This design comes from an exercise in tuning for small area, a short achievable clock period and few clock cycles on the open sky130 flow, not from production work.
In this exercise RTL edits were held to simulation tests only and were not proved equivalent to the original.
No activity file was given, so power comes from the tool's default toggle rates.

### flow/design.v
`timescale 1ns/100ps
`default_nettype none
module pr_fifo #(
	parameter int WIDTH = 64,
	parameter int LOG_DEPTH = 4
) (
	input wire clk,
	input wire rst,
	input wire push,
	input wire [WIDTH-1:0] din,
	output logic full,
	input wire pop,
	output logic [WIDTH-1:0] dout,
	output logic empty
);
	logic [WIDTH-1:0] mem [0:2**LOG_DEPTH-1];
	logic [LOG_DEPTH-1:0] wr_ptr;
	logic [LOG_DEPTH-1:0] rd_ptr;
	logic [LOG_DEPTH:0] count;
	logic do_push;
	logic do_pop;
	assign full = count[LOG_DEPTH];
	assign empty = (count == '0);
	assign do_push = push && !full;
	assign do_pop = pop && !empty;
	assign dout = mem[rd_ptr];
	always_ff @(posedge clk) begin
		if (rst) begin
			wr_ptr <= '0;
			rd_ptr <= '0;
			count <= '0;
		end else begin
			if (do_push)
				wr_ptr <= wr_ptr + 1'b1;
			if (do_pop)
				rd_ptr <= rd_ptr + 1'b1;
			count <= count + (LOG_DEPTH+1)'(do_push) - (LOG_DEPTH+1)'(do_pop);
		end
	end
	always_ff @(posedge clk) begin
		if (do_push)
			mem[wr_ptr] <= din;
	end
endmodule
`default_nettype wire
`timescale 1ns/100ps
`default_nettype none
module pr_divider (
	input wire clk,
	input wire rst,
	input wire start,
	input wire [63:0] dividend,
	input wire [31:0] divisor,
	output logic busy,
	output logic done,
	output logic [63:0] quotient
);
	logic [31:0] rem;
	logic [31:0] div_r;
	logic [5:0] steps_left;
	logic [31:0] src_rem;
	logic [31:0] src_div;
	logic [63:0] src_q;
	logic [32:0] shifted;
	logic ge;
	logic [31:0] rem_next;
	always_comb begin
		src_rem = start ? 32'd0 : rem;
		src_q = start ? dividend : quotient;
		src_div = start ? divisor : div_r;
		shifted = {src_rem, src_q[63]};
		ge = (shifted >= {1'b0, src_div});
		rem_next = ge ? 32'(shifted - {1'b0, src_div}) : shifted[31:0];
	end
	always_ff @(posedge clk) begin
		if (rst) begin
			busy <= 1'b0;
			done <= 1'b0;
			steps_left <= '0;
		end else begin
			done <= 1'b0;
			if (start) begin
				busy <= 1'b1;
				steps_left <= 6'd63;
			end else if (busy) begin
				steps_left <= steps_left - 1'b1;
				if (steps_left == 6'd1) begin
					busy <= 1'b0;
					done <= 1'b1;
				end
			end
		end
	end
	always_ff @(posedge clk) begin
		if (start || busy) begin
			rem <= rem_next;
			quotient <= {src_q[62:0], ge};
		end
		if (start)
			div_r <= divisor;
	end
endmodule
`default_nettype wire
`timescale 1ns/100ps
`default_nettype none
module pr_control (
	input wire clk,
	input wire rst,
	input wire softreg_req_valid,
	input wire softreg_req_is_write,
	input wire [31:0] softreg_req_addr,
	input wire [63:0] softreg_req_data,
	output logic softreg_resp_valid,
	output logic [63:0] softreg_resp_data,
	output logic rnd_start,
	output logic rnd_first_round,
	output logic [31:0] rnd_n_vertices,
	output logic [31:0] rnd_n_edges,
	output logic [63:0] rnd_vert_base,
	output logic [63:0] rnd_edge_base,
	output logic [63:0] rnd_rd_base,
	output logic [63:0] rnd_wr_base,
	input wire rnd_round_done
);
	localparam logic [2:0] IDLE = 3'd0;
	localparam logic [2:0] INIT = 3'd1;
	localparam logic [2:0] RUN = 3'd2;
	localparam logic [2:0] SWAP = 3'd3;
	localparam logic [2:0] DONE = 3'd4;
	logic [2:0] state;
	logic [31:0] total_rounds;
	logic [31:0] done_rounds;
	logic reg_wr;
	logic start_wr;
	assign reg_wr = softreg_req_valid && softreg_req_is_write;
	assign start_wr = reg_wr && (softreg_req_addr == 32'h38);
	assign rnd_first_round = (state == INIT);
	always_ff @(posedge clk) begin
		if (reg_wr) begin
			case (softreg_req_addr)
				32'h00: rnd_n_vertices <= softreg_req_data[31:0];
				32'h08: rnd_n_edges <= softreg_req_data[31:0];
				32'h10: rnd_vert_base <= softreg_req_data;
				32'h18: rnd_edge_base <= softreg_req_data;
				32'h20: rnd_rd_base <= softreg_req_data;
				32'h28: rnd_wr_base <= softreg_req_data;
				32'h30: total_rounds <= softreg_req_data[31:0];
				default: ;
			endcase
		end
		if (state == SWAP) begin
			rnd_rd_base <= rnd_wr_base;
			rnd_wr_base <= rnd_rd_base;
		end
	end
	always_ff @(posedge clk) begin
		if (rst) begin
			state <= IDLE;
			rnd_start <= 1'b0;
			done_rounds <= '0;
		end else begin
			rnd_start <= 1'b0;
			case (state)
				IDLE, DONE: begin
					if (start_wr) begin
						state <= INIT;
						rnd_start <= 1'b1;
						done_rounds <= '0;
					end
				end
				INIT, RUN: begin
					if (rnd_round_done)
						state <= SWAP;
				end
				SWAP: begin
					done_rounds <= done_rounds + 1'b1;
					if (done_rounds + 1'b1 >= total_rounds) begin
						state <= DONE;
					end else begin
						state <= RUN;
						rnd_start <= 1'b1;
					end
				end
				default: state <= IDLE;
			endcase
		end
	end
	always_ff @(posedge clk) begin
		if (rst)
			softreg_resp_valid <= 1'b0;
		else
			softreg_resp_valid <= softreg_req_valid && !softreg_req_is_write;
	end
	always_ff @(posedge clk) begin
		if (softreg_req_valid && !softreg_req_is_write) begin
			case (softreg_req_addr)
				32'h00: softreg_resp_data <= {32'd0, rnd_n_vertices};
				32'h08: softreg_resp_data <= {32'd0, rnd_n_edges};
				32'h10: softreg_resp_data <= rnd_vert_base;
				32'h18: softreg_resp_data <= rnd_edge_base;
				32'h20: softreg_resp_data <= rnd_rd_base;
				32'h28: softreg_resp_data <= rnd_wr_base;
				32'h30: softreg_resp_data <= {32'd0, total_rounds};
				32'h40: softreg_resp_data <= {61'd0, state};
				32'h48: softreg_resp_data <= {32'd0, done_rounds};
				default: softreg_resp_data <= '0;
			endcase
		end
	end
endmodule
`default_nettype wire
`timescale 1ns/100ps
`default_nettype none
module pr_mem_reader (
	input wire clk,
	input wire rst,
	output logic [63:0] m_araddr,
	output logic [2:0] m_arprot,
	output logic m_arvalid,
	input wire m_arready,
	input wire [63:0] m_rdata,
	input wire [1:0] m_rresp,
	input wire m_rvalid,
	output logic m_rready,
	input wire rnd_start,
	input wire rnd_first_round,
	input wire [31:0] rnd_n_vertices,
	input wire [31:0] rnd_n_edges,
	input wire [63:0] rnd_vert_base,
	input wire [63:0] rnd_edge_base,
	input wire [63:0] rnd_rd_base,
	output logic vert_valid,
	input wire vert_ready,
	output logic [63:0] vert_data,
	output logic score_valid,
	input wire score_ready,
	output logic [63:0] score_data
);
	localparam logic [1:0] TAG_VERT = 2'd0;
	localparam logic [1:0] TAG_EDGE = 2'd1;
	localparam logic [1:0] TAG_SCORE = 2'd2;
	logic [31:0] vert_left;
	logic [31:0] edge_left;
	logic [63:0] vert_addr;
	logic [63:0] edge_addr;
	logic rd_busy;
	logic [1:0] tag;
	logic can_issue;
	logic issue_score;
	logic issue_edge;
	logic issue_vert;
	logic vert_full;
	logic vert_empty;
	logic [63:0] vert_q;
	logic edge_full;
	logic edge_empty;
	logic [63:0] edge_head;
	logic score_full;
	logic score_empty;
	assign m_arprot = 3'b000;
	assign m_rready = 1'b1;
	assign can_issue = !rd_busy && !rnd_start;
	assign issue_score = can_issue && !edge_empty && !score_full;
	assign issue_edge = can_issue && !issue_score && (edge_left != '0) && !edge_full;
	assign issue_vert = can_issue && !issue_score && !issue_edge
		&& (vert_left != '0) && !vert_full;
	always_ff @(posedge clk) begin
		if (rst) begin
			m_arvalid <= 1'b0;
			rd_busy <= 1'b0;
			vert_left <= '0;
			edge_left <= '0;
		end else begin
			if (rnd_start) begin
				vert_left <= rnd_n_vertices;
				edge_left <= rnd_first_round ? '0 : rnd_n_edges;
			end
			if (m_arvalid && m_arready)
				m_arvalid <= 1'b0;
			if (m_rvalid)
				rd_busy <= 1'b0;
			if (issue_score || issue_edge || issue_vert) begin
				m_arvalid <= 1'b1;
				rd_busy <= 1'b1;
			end
			if (issue_edge)
				edge_left <= edge_left - 1'b1;
			if (issue_vert)
				vert_left <= vert_left - 1'b1;
		end
	end
	always_ff @(posedge clk) begin
		if (rnd_start) begin
			vert_addr <= rnd_vert_base;
			edge_addr <= rnd_edge_base;
		end
		if (issue_score) begin
			m_araddr <= rnd_rd_base + {edge_head[60:0], 3'b000};
			tag <= TAG_SCORE;
		end else if (issue_edge) begin
			m_araddr <= edge_addr;
			edge_addr <= edge_addr + 8;
			tag <= TAG_EDGE;
		end else if (issue_vert) begin
			m_araddr <= vert_addr;
			vert_addr <= vert_addr + 8;
			tag <= TAG_VERT;
		end
	end
	pr_fifo #(
		.WIDTH(64),
		.LOG_DEPTH(4)
	) u_vert_fifo (
		.clk(clk),
		.rst(rst),
		.push(m_rvalid && (tag == TAG_VERT)),
		.din(m_rdata),
		.full(vert_full),
		.pop(vert_valid && vert_ready),
		.dout(vert_q),
		.empty(vert_empty)
	);
	pr_fifo #(
		.WIDTH(64),
		.LOG_DEPTH(4)
	) u_edge_fifo (
		.clk(clk),
		.rst(rst),
		.push(m_rvalid && (tag == TAG_EDGE)),
		.din(m_rdata),
		.full(edge_full),
		.pop(issue_score),
		.dout(edge_head),
		.empty(edge_empty)
	);
	pr_fifo #(
		.WIDTH(64),
		.LOG_DEPTH(4)
	) u_score_fifo (
		.clk(clk),
		.rst(rst),
		.push(m_rvalid && (tag == TAG_SCORE)),
		.din(m_rdata),
		.full(score_full),
		.pop(score_valid && score_ready),
		.dout(score_data),
		.empty(score_empty)
	);
	assign vert_valid = !vert_empty;
	assign vert_data = vert_q;
	assign score_valid = !score_empty;
endmodule
`default_nettype wire
`timescale 1ns/100ps
`default_nettype none
module pr_vertex_engine (
	input wire clk,
	input wire rst,
	input wire rnd_start,
	input wire rnd_first_round,
	input wire [31:0] rnd_n_vertices,
	input wire vert_valid,
	output logic vert_ready,
	input wire [63:0] vert_data,
	input wire score_valid,
	output logic score_ready,
	input wire [63:0] score_data,
	output logic res_valid,
	input wire res_ready,
	output logic [63:0] res_data
);
	localparam logic [1:0] E_INIT = 2'd0;
	localparam logic [1:0] E_VERT = 2'd1;
	localparam logic [1:0] E_SUM = 2'd2;
	localparam logic [1:0] E_ISSUE = 2'd3;
	logic [1:0] state;
	logic [31:0] vert_left;
	logic [31:0] deg_left;
	logic [31:0] out_deg;
	logic [63:0] sum;
	logic [63:0] init_val;
	logic div_start;
	logic [63:0] div_dividend;
	logic [31:0] div_divisor;
	logic div_busy;
	logic div_done;
	logic [63:0] div_quot;
	assign vert_ready = (state == E_VERT) && (vert_left != '0);
	assign score_ready = (state == E_SUM) && (deg_left != '0) && !rnd_first_round;
	always_ff @(posedge clk) begin
		if (rst) begin
			state <= E_VERT;
			vert_left <= '0;
			div_start <= 1'b0;
			res_valid <= 1'b0;
		end else begin
			div_start <= 1'b0;
			if (rnd_start) begin
				vert_left <= rnd_n_vertices;
				if (rnd_first_round) begin
					state <= E_INIT;
					div_start <= 1'b1;
					div_dividend <= 64'd1 << 16;
					div_divisor <= rnd_n_vertices;
				end else begin
					state <= E_VERT;
				end
			end else begin
				case (state)
					E_INIT: begin
						if (div_done) begin
							init_val <= div_quot;
							state <= E_VERT;
						end
					end
					E_VERT: begin
						if (vert_ready && vert_valid) begin
							vert_left <= vert_left - 1'b1;
							deg_left <= vert_data[63:32];
							out_deg <= vert_data[31:0];
							sum <= '0;
							state <= E_SUM;
						end
					end
					E_SUM: begin
						if (deg_left == '0) begin
							if (!div_busy) begin
								state <= E_ISSUE;
								if (out_deg == '0) begin
									res_data <= sum;
									res_valid <= 1'b1;
								end else begin
									div_start <= 1'b1;
									div_dividend <= sum;
									div_divisor <= out_deg;
								end
							end
						end else if (rnd_first_round) begin
							sum <= sum + init_val;
							deg_left <= deg_left - 1'b1;
						end else if (score_valid) begin
							sum <= sum + score_data;
							deg_left <= deg_left - 1'b1;
						end
					end
					E_ISSUE: begin
						if (div_done) begin
							res_data <= div_quot;
							res_valid <= 1'b1;
						end
						if (res_valid && res_ready) begin
							res_valid <= 1'b0;
							state <= E_VERT;
						end
					end
					default: state <= E_VERT;
				endcase
			end
		end
	end
	pr_divider u_divider (
		.clk(clk),
		.rst(rst),
		.start(div_start),
		.dividend(div_dividend),
		.divisor(div_divisor),
		.busy(div_busy),
		.done(div_done),
		.quotient(div_quot)
	);
endmodule
`default_nettype wire
`timescale 1ns/100ps
`default_nettype none
module pr_writeback (
	input wire clk,
	input wire rst,
	output logic [63:0] m_awaddr,
	output logic [2:0] m_awprot,
	output logic m_awvalid,
	input wire m_awready,
	output logic [63:0] m_wdata,
	output logic [7:0] m_wstrb,
	output logic m_wvalid,
	input wire m_wready,
	input wire [1:0] m_bresp,
	input wire m_bvalid,
	output logic m_bready,
	input wire rnd_start,
	input wire [31:0] rnd_n_vertices,
	input wire [63:0] rnd_wr_base,
	output logic rnd_round_done,
	input wire res_valid,
	output logic res_ready,
	input wire [63:0] res_data
);
	logic busy;
	logic [31:0] idx;
	assign m_awprot = 3'b000;
	assign m_wstrb = 8'hff;
	assign m_bready = 1'b1;
	assign res_ready = !busy;
	always_ff @(posedge clk) begin
		if (rst) begin
			busy <= 1'b0;
			m_awvalid <= 1'b0;
			m_wvalid <= 1'b0;
			idx <= '0;
			rnd_round_done <= 1'b0;
		end else begin
			rnd_round_done <= 1'b0;
			if (rnd_start)
				idx <= '0;
			if (m_awvalid && m_awready)
				m_awvalid <= 1'b0;
			if (m_wvalid && m_wready)
				m_wvalid <= 1'b0;
			if (res_valid && res_ready) begin
				busy <= 1'b1;
				m_awvalid <= 1'b1;
				m_wvalid <= 1'b1;
				m_awaddr <= rnd_wr_base + {29'd0, idx, 3'b000};
				m_wdata <= res_data;
			end
			if (m_bvalid) begin
				busy <= 1'b0;
				if (idx == rnd_n_vertices - 1'b1) begin
					idx <= '0;
					rnd_round_done <= 1'b1;
				end else begin
					idx <= idx + 1'b1;
				end
			end
		end
	end
endmodule
`default_nettype wire
`timescale 1ns/100ps
`default_nettype none
module pagerank_top (
	input wire clk,
	input wire rst,
	output logic [63:0] m_araddr,
	output logic [2:0] m_arprot,
	output logic m_arvalid,
	input wire m_arready,
	input wire [63:0] m_rdata,
	input wire [1:0] m_rresp,
	input wire m_rvalid,
	output logic m_rready,
	output logic [63:0] m_awaddr,
	output logic [2:0] m_awprot,
	output logic m_awvalid,
	input wire m_awready,
	output logic [63:0] m_wdata,
	output logic [7:0] m_wstrb,
	output logic m_wvalid,
	input wire m_wready,
	input wire [1:0] m_bresp,
	input wire m_bvalid,
	output logic m_bready,
	input wire softreg_req_valid,
	input wire softreg_req_is_write,
	input wire [31:0] softreg_req_addr,
	input wire [63:0] softreg_req_data,
	output logic softreg_resp_valid,
	output logic [63:0] softreg_resp_data
);
	logic vert_valid;
	logic vert_ready;
	logic [63:0] vert_data;
	logic score_valid;
	logic score_ready;
	logic [63:0] score_data;
	logic res_valid;
	logic res_ready;
	logic [63:0] res_data;
	logic rnd_start;
	logic rnd_first_round;
	logic [31:0] rnd_n_vertices;
	logic [31:0] rnd_n_edges;
	logic [63:0] rnd_vert_base;
	logic [63:0] rnd_edge_base;
	logic [63:0] rnd_rd_base;
	logic [63:0] rnd_wr_base;
	logic rnd_round_done;
	pr_control u_control (
		.clk(clk),
		.rst(rst),
		.softreg_req_valid(softreg_req_valid),
		.softreg_req_is_write(softreg_req_is_write),
		.softreg_req_addr(softreg_req_addr),
		.softreg_req_data(softreg_req_data),
		.softreg_resp_valid(softreg_resp_valid),
		.softreg_resp_data(softreg_resp_data),
		.rnd_start(rnd_start),
		.rnd_first_round(rnd_first_round),
		.rnd_n_vertices(rnd_n_vertices),
		.rnd_n_edges(rnd_n_edges),
		.rnd_vert_base(rnd_vert_base),
		.rnd_edge_base(rnd_edge_base),
		.rnd_rd_base(rnd_rd_base),
		.rnd_wr_base(rnd_wr_base),
		.rnd_round_done(rnd_round_done)
	);
	pr_mem_reader u_mem_reader (
		.clk(clk),
		.rst(rst),
		.m_araddr(m_araddr),
		.m_arprot(m_arprot),
		.m_arvalid(m_arvalid),
		.m_arready(m_arready),
		.m_rdata(m_rdata),
		.m_rresp(m_rresp),
		.m_rvalid(m_rvalid),
		.m_rready(m_rready),
		.rnd_start(rnd_start),
		.rnd_first_round(rnd_first_round),
		.rnd_n_vertices(rnd_n_vertices),
		.rnd_n_edges(rnd_n_edges),
		.rnd_vert_base(rnd_vert_base),
		.rnd_edge_base(rnd_edge_base),
		.rnd_rd_base(rnd_rd_base),
		.vert_valid(vert_valid),
		.vert_ready(vert_ready),
		.vert_data(vert_data),
		.score_valid(score_valid),
		.score_ready(score_ready),
		.score_data(score_data)
	);
	pr_vertex_engine u_vertex_engine (
		.clk(clk),
		.rst(rst),
		.rnd_start(rnd_start),
		.rnd_first_round(rnd_first_round),
		.rnd_n_vertices(rnd_n_vertices),
		.vert_valid(vert_valid),
		.vert_ready(vert_ready),
		.vert_data(vert_data),
		.score_valid(score_valid),
		.score_ready(score_ready),
		.score_data(score_data),
		.res_valid(res_valid),
		.res_ready(res_ready),
		.res_data(res_data)
	);
	pr_writeback u_writeback (
		.clk(clk),
		.rst(rst),
		.m_awaddr(m_awaddr),
		.m_awprot(m_awprot),
		.m_awvalid(m_awvalid),
		.m_awready(m_awready),
		.m_wdata(m_wdata),
		.m_wstrb(m_wstrb),
		.m_wvalid(m_wvalid),
		.m_wready(m_wready),
		.m_bresp(m_bresp),
		.m_bvalid(m_bvalid),
		.m_bready(m_bready),
		.rnd_start(rnd_start),
		.rnd_n_vertices(rnd_n_vertices),
		.rnd_wr_base(rnd_wr_base),
		.rnd_round_done(rnd_round_done),
		.res_valid(res_valid),
		.res_ready(res_ready),
		.res_data(res_data)
	);
endmodule
`default_nettype wire
### flow/run.sh
#!/bin/bash
# synth_recipe.tcl (not shown) runs the flow's synth.tcl, then flattens the netlist and writes it again
# the make line also repeats each setting of config.mk as NAME=value (left out here)
make -C /OpenROAD-flow-scripts/flow DESIGN_CONFIG=/design/flow/config.mk WORK_HOME=/design/flow/orfs CLKGATE_MAP_FILE= SYNTH_SCRIPT=/design/flow/synth_recipe.tcl finish
### flow/config.mk
export PLATFORM = sky130hd
export DESIGN_NAME = pagerank_top
export DESIGN_NICKNAME = pagerank_top
export VERILOG_FILES = /design/flow/design.v
export SDC_FILE = /design/flow/constraint.sdc
export NUM_CORES = 4
export LEC_CHECK = 0
export CAP_MARGIN = 20
export CORE_MARGIN = 2
export CORE_UTILIZATION = 40
export PLACE_DENSITY = 0.6
export SLEW_MARGIN = 20
### flow/constraint.sdc
create_clock -name core_clock -period 7.0 [get_ports {clk}]
set_input_delay 1.4000 -clock core_clock [delete_from_list [all_inputs] [get_ports {clk}]]
set_output_delay 1.4000 -clock core_clock [all_outputs]
set_load 0.01 [all_outputs]
==> results.txt <==
==> path summary, 6_finish.rpt <==
check                                         startpoint                               endpoint  slack (ns)  cells past startpoint
setup / recovery                                    flop  u_vertex_engine.sum[55]$_SDFFCE_PN0P_        0.83                     17
hold / removal    u_vertex_engine.res_data[48]$_DFFE_PP_      u_writeback.m_wdata[48]$_DFFE_PP_        0.41                      0
setup reg to reg                                    flop  u_vertex_engine.sum[55]$_SDFFCE_PN0P_        0.83                     17
hold reg to reg   u_vertex_engine.res_data[48]$_DFFE_PP_      u_writeback.m_wdata[48]$_DFFE_PP_        0.41                      0
==> metrics by stage <==
step,std cells,setup slack [ns],util (%)
after floorplan,11498,-1.762,-
after global placement,17744,0.9406,42.86
after detailed placement,17749,0.8898,42.88
after CTS,18587,0.8569,46.03
after global routing,18595,0.4409,46.04
final,18606,0.8313,46.05
==> power groups by stage <==
stage / sequential, mW / combinational (mW) / clock (mW)
2_1_floorplan: 32.4 / 10.9 / 0
3_3_place_gp: 32.7 / 16.5 / 0
3_5_place_dp: 32.8 / 16.8 / 0
4_1_cts: 32.3 / 16.9 / 24.5
5_1_grt: 32.4 / 18.2 / 25.5
6_report: 32.3 / 16.9 / 24.1
==> flip-flops by register name, indices dropped and copies added, names as in the netlist, 64 cells and up, named ones only <==
signal	count
u_mem_reader.u_score_fifo.mem	1024
u_mem_reader.u_vert_fifo.mem	1024
u_mem_reader.u_edge_fifo.mem	976
u_control.rnd_edge_base	64
u_control.rnd_rd_base	64
u_control.rnd_vert_base	64
u_control.rnd_wr_base	64
u_control.softreg_resp_data	64
u_mem_reader.edge_addr	64
u_mem_reader.m_araddr	64
u_mem_reader.vert_addr	64
u_vertex_engine.div_dividend	64
u_vertex_engine.init_val	64
u_vertex_engine.res_data	64
u_vertex_engine.sum	64
u_vertex_engine.u_divider.quotient	64
u_writeback.m_awaddr	64
u_writeback.m_wdata	64
==> placed cells by master (no fill, tap or decap), types with 62 or more instances in the layout <==
master and instances:
edfxtp_1 4086, nand2_1 970, mux4_2 945, nor2_1 631
clkbuf_16 457, a21oi_1 410, dfxtp_1 376, clkdlybuf4s50_1 363
o21ai_0 357, ha_1 270, inv_1 259, nand3_1 207
xnor2_1 192, nor3_1 168, mux2_2 155, buf_4 151
xor2_1 145, nor2b_1 141, mux2i_1 125, a21o_1 122
a22oi_1 105, clkinv_1 99, nand4_1 96, clkinv_2 94
and3_1 93, clkbuf_1 76, a211oi_1 72, buf_12 69
a31oi_1 65, nor4_1 64, buf_2 62
==> synth_stat cells, drive strengths merged (19+ instances only) <==
| master | n | area share [%] |
|---|---|---|
| edfxtp | 4086 | 65 |
| nand2 | 971 | 1.9 |
| mux4 | 945 | 11 |
| nor2 | 667 | 1.3 |
| clkbuf | 450 | 0.90 |
| a21oi | 410 | 1.1 |
| dfxtp | 390 | 4.2 |
| o21ai | 362 | 0.96 |
| ha | 272 | 1.8 |
| inv | 263 | 0.53 |
| nand3 | 207 | 0.55 |
| xnor2 | 192 | 0.90 |
| nor3 | 188 | 0.51 |
| mux2 | 155 | 0.93 |
| buf | 145 | 0.33 |
| xor2 | 145 | 0.68 |
| nor2b | 142 | 0.47 |
| mux2i | 125 | 0.67 |
| a21o | 122 | 0.49 |
| a22oi | 105 | 0.42 |
| and3 | 96 | 0.32 |
| nand4 | 96 | 0.32 |
| a211oi | 74 | 0.30 |
| nor4 | 70 | 0.24 |
| a31oi | 65 | 0.22 |
| a311oi | 52 | 0.24 |
| or3 | 52 | 0.17 |
| a221o | 45 | 0.24 |
| a221oi | 45 | 0.21 |
| and2 | 43 | 0.14 |
| nand2b | 38 | 0.13 |
| o31ai | 35 | 0.14 |
| a222oi | 32 | 0.17 |
| o211ai | 30 | 0.12 |
| o21bai | 30 | 0.12 |
| o21a | 27 | 0.11 |
| or4 | 26 | 0.11 |
| or2 | 24 | 0.080 |
| a21boi | 21 | 0.084 |
| nor3b | 19 | 0.076 |
==> layer usage <==
layer | up-vias | share of wire [%] | track usage, %
li1 | 46520 | - | -
met1 | 56994 | 42 | 31.74
met2 | 4654 | 47 | 35.40
met3 | 895 | 7.4 | 3.367
met4 | 26 | 3.6 | 7.210
met5 | - | 0.028 | 0
==> layout make-up <==
type	count	share of cell area, %
Multi-Input combinational cell	6163	25.36
Tap cell	6198	3.604
Timing Repair Buffer	650	3.051
Sequential cell	4476	60.67
Antenna cell	17	0.01977
Clock buffer	556	5.594
Clock inverter	282	1.236
Inverter	264	0.4628
==> worst register-to-register path, stage by stage (launching register included) <==
cell	delay [ns]
dfxtp_4	0.56
buf_12	0.23
buf_12	0.33
buf_4	0.70
mux4_2	0.61
mux4_2	0.59
nand2_1	0.19
nand2_1	0.08
ha_1	0.40
a21o_1	0.24
o21bai_1	0.17
a21o_1	0.19
a21oi_1	0.16
o21ai_0	0.22
a2111oi_0	0.70
nor2_1	0.21
a21oi_1	0.23
mux2i_1	0.21
==> logic make-up (layout without fill, tap and decap cells) <==
logic type,count (synthesis),in the layout
xor+xnor,337,337
compound gates,1596,1596
flops,4476,4476
mux,1225,1225
other cells,2,33
buf+inv,859,1752
fa+ha+maj,279,279
simple gates,2710,2710
==> summary.txt <==
Post-DR wirelength/cell -> 29.19 um
Clk sinks -> 4476
Sequential area share after synthesis -> 69.50%
Chip width -> 689.2 um
CTS Hold Bufs -> 0
Slew Viols, Final -> 0
Maximum VDD drop -> 0.0003624 V
Worst-Margin Slew -> 1.275 ns
GP Congestion -> 0.9178
CP bufs+invs -> 3
Pwr Density -> 340.5 mW/mm^2
Via Count -> 109089
Clock share of power -> 32.9%
Antenna violations before repair -> 72
P&R area growth vs syn -> 14.60%
Main combinational cell family by area after synthesis -> multiplexers
Flop pwr share -> 44.0%
Synth Area in Adders -> 1.887%
Post-CTS setup buffer count -> 0
Routed vias/inst -> 5.863
Drt drc -> 0
Port Buffers -> 428
Core area -> 0.4673 mm^2
Crit path capture type -> flop
Crit Path Class -> flop to flop
Mux share of post-synthesis cell area -> 12.93%
Status -> finished clean
Worst-case clock buffer depth -> 4
TritonCTS Buffers -> 448
DRT iter0 DRCs -> 12997
GRT Overall Usage -> 22.33%
Die Y -> 689.2 um
EDFF count, synth -> 4086
Asr flop ratio synth -> 0%
Compound-Gate Fraction of Synth Area -> 5.599%
CTS tree -> built
Synth Register Bits -> 4476
Initial Util -> 40.18%
Largest net degree at the start of global routing -> 142
Worst-path clk slew -> 0.06 ns
CP Cell Sequence -> buf_12 -> buf_12 -> buf_4 -> mux4_2 -> mux4_2 -> nand2_1 -> nand2_1 -> ha_1 -> a21o_1 -> o21bai_1 -> a21o_1 -> a21oi_1 -> o21ai_0 -> a2111oi_0 -> nor2_1 -> a21oi_1 -> mux2i_1
Maximum Capacitance Violations -> 0
Yosys warnings -> 6
Internal power -> 51.45 mW
Min Clock Period, post-route -> 6.169 ns
Final wirelength -> 543200 um
Worst relative slew slack -> 15.01%
Footprint of the multi-input gates -> 0.05457 mm^2
Pre-Repair DR Iteration Count -> 6
Gate Count Post-Synth -> 11484
Post-DP Area -> 0.2004 mm^2
Worst hold margin -> 0.4127 ns
Post-DP HPWL -> 345400 um
CP delay by family, top -> compound AO/OA/AOI/OAI gates
Fill cell count -> 39684
Net switching power -> 21.83 mW
Highest Clock Rate -> 162.1 MHz
Resize count post-CTS -> 0
Vias in the first global route -> 107049
Root Driver -> clkbuf_16
Critical path required time -> 7.87 ns
Row cnt -> 251
I/O pin count -> 449
First-pass GRT wire length -> 772300 um
Comb pwr share -> 23.1%
Hold Path Class -> flop to flop
Cell Area, Synth -> 0.1878 mm^2
Final worst-path cycle share -> 88.12%
Critical Path AT -> 7.04 ns
Post-synthesis simple-gate area fraction -> 6.750%
Post-route ant nets -> 0
NumNets Final -> 12455
Worst-Skew Late Latency -> 1.06 ns
Top_reg_cell synth -> edfxtp_1
Worst Skew -> 0.09438 ns
Share of cells above drive strength 1 -> 17.88%
CP max stage cell -> a2111oi_0
CTS H-tree depth -> 5
Post-synthesis average cell area -> 16.35 um^2
Final instance area -> 0.2152 mm^2
Crit start category -> flop
Synth Area in XOR/XNOR -> 1.572%
Yosys cell types -> 93
Register area -> 0.1306 mm^2
Sw frac -> 29.79%
Final setup vio count -> 0
Tot Pwr -> 73.28 mW
Slowest stage delay, CP -> 0.70 ns
RSZ-0062 raised after global routing -> no
GRT overflow -> 0
Worst Path Max Fanout -> 42
Setup_tns -> 0 ns
Die area -> 0.4749 mm^2
Leakage power -> 69.90 nW
Fin. Hold Viols -> 0
Testbench counts, summed over its fixed seeds: cycles 265,776.

-- separate check: timing with driven ports --
Ports are ideal in the flow. The routed layout listed here was re-timed in OpenROAD. Step 1 assumes that a clkbuf_16 drives the clock port and a buf_2 every other input. Step 2, shift: input delay + t, output delay - t, t = (earliest + latest rising clock arrival at the registers) / 2. This alone moves slack from input paths to output paths. Three values: no drivers, after step 1, after step 2; two values: the first two.
shift t [ns]: 1.127
setup WS [ns]: 0.831 / 0.831 / 0.831
worst hold slack (ns): 0.413 / 0.413 / 0.413
After both steps setup and hold are still met in this run. The setup slack of this run moves by 0.000 ns with the drivers and by 0.000 ns with both steps.
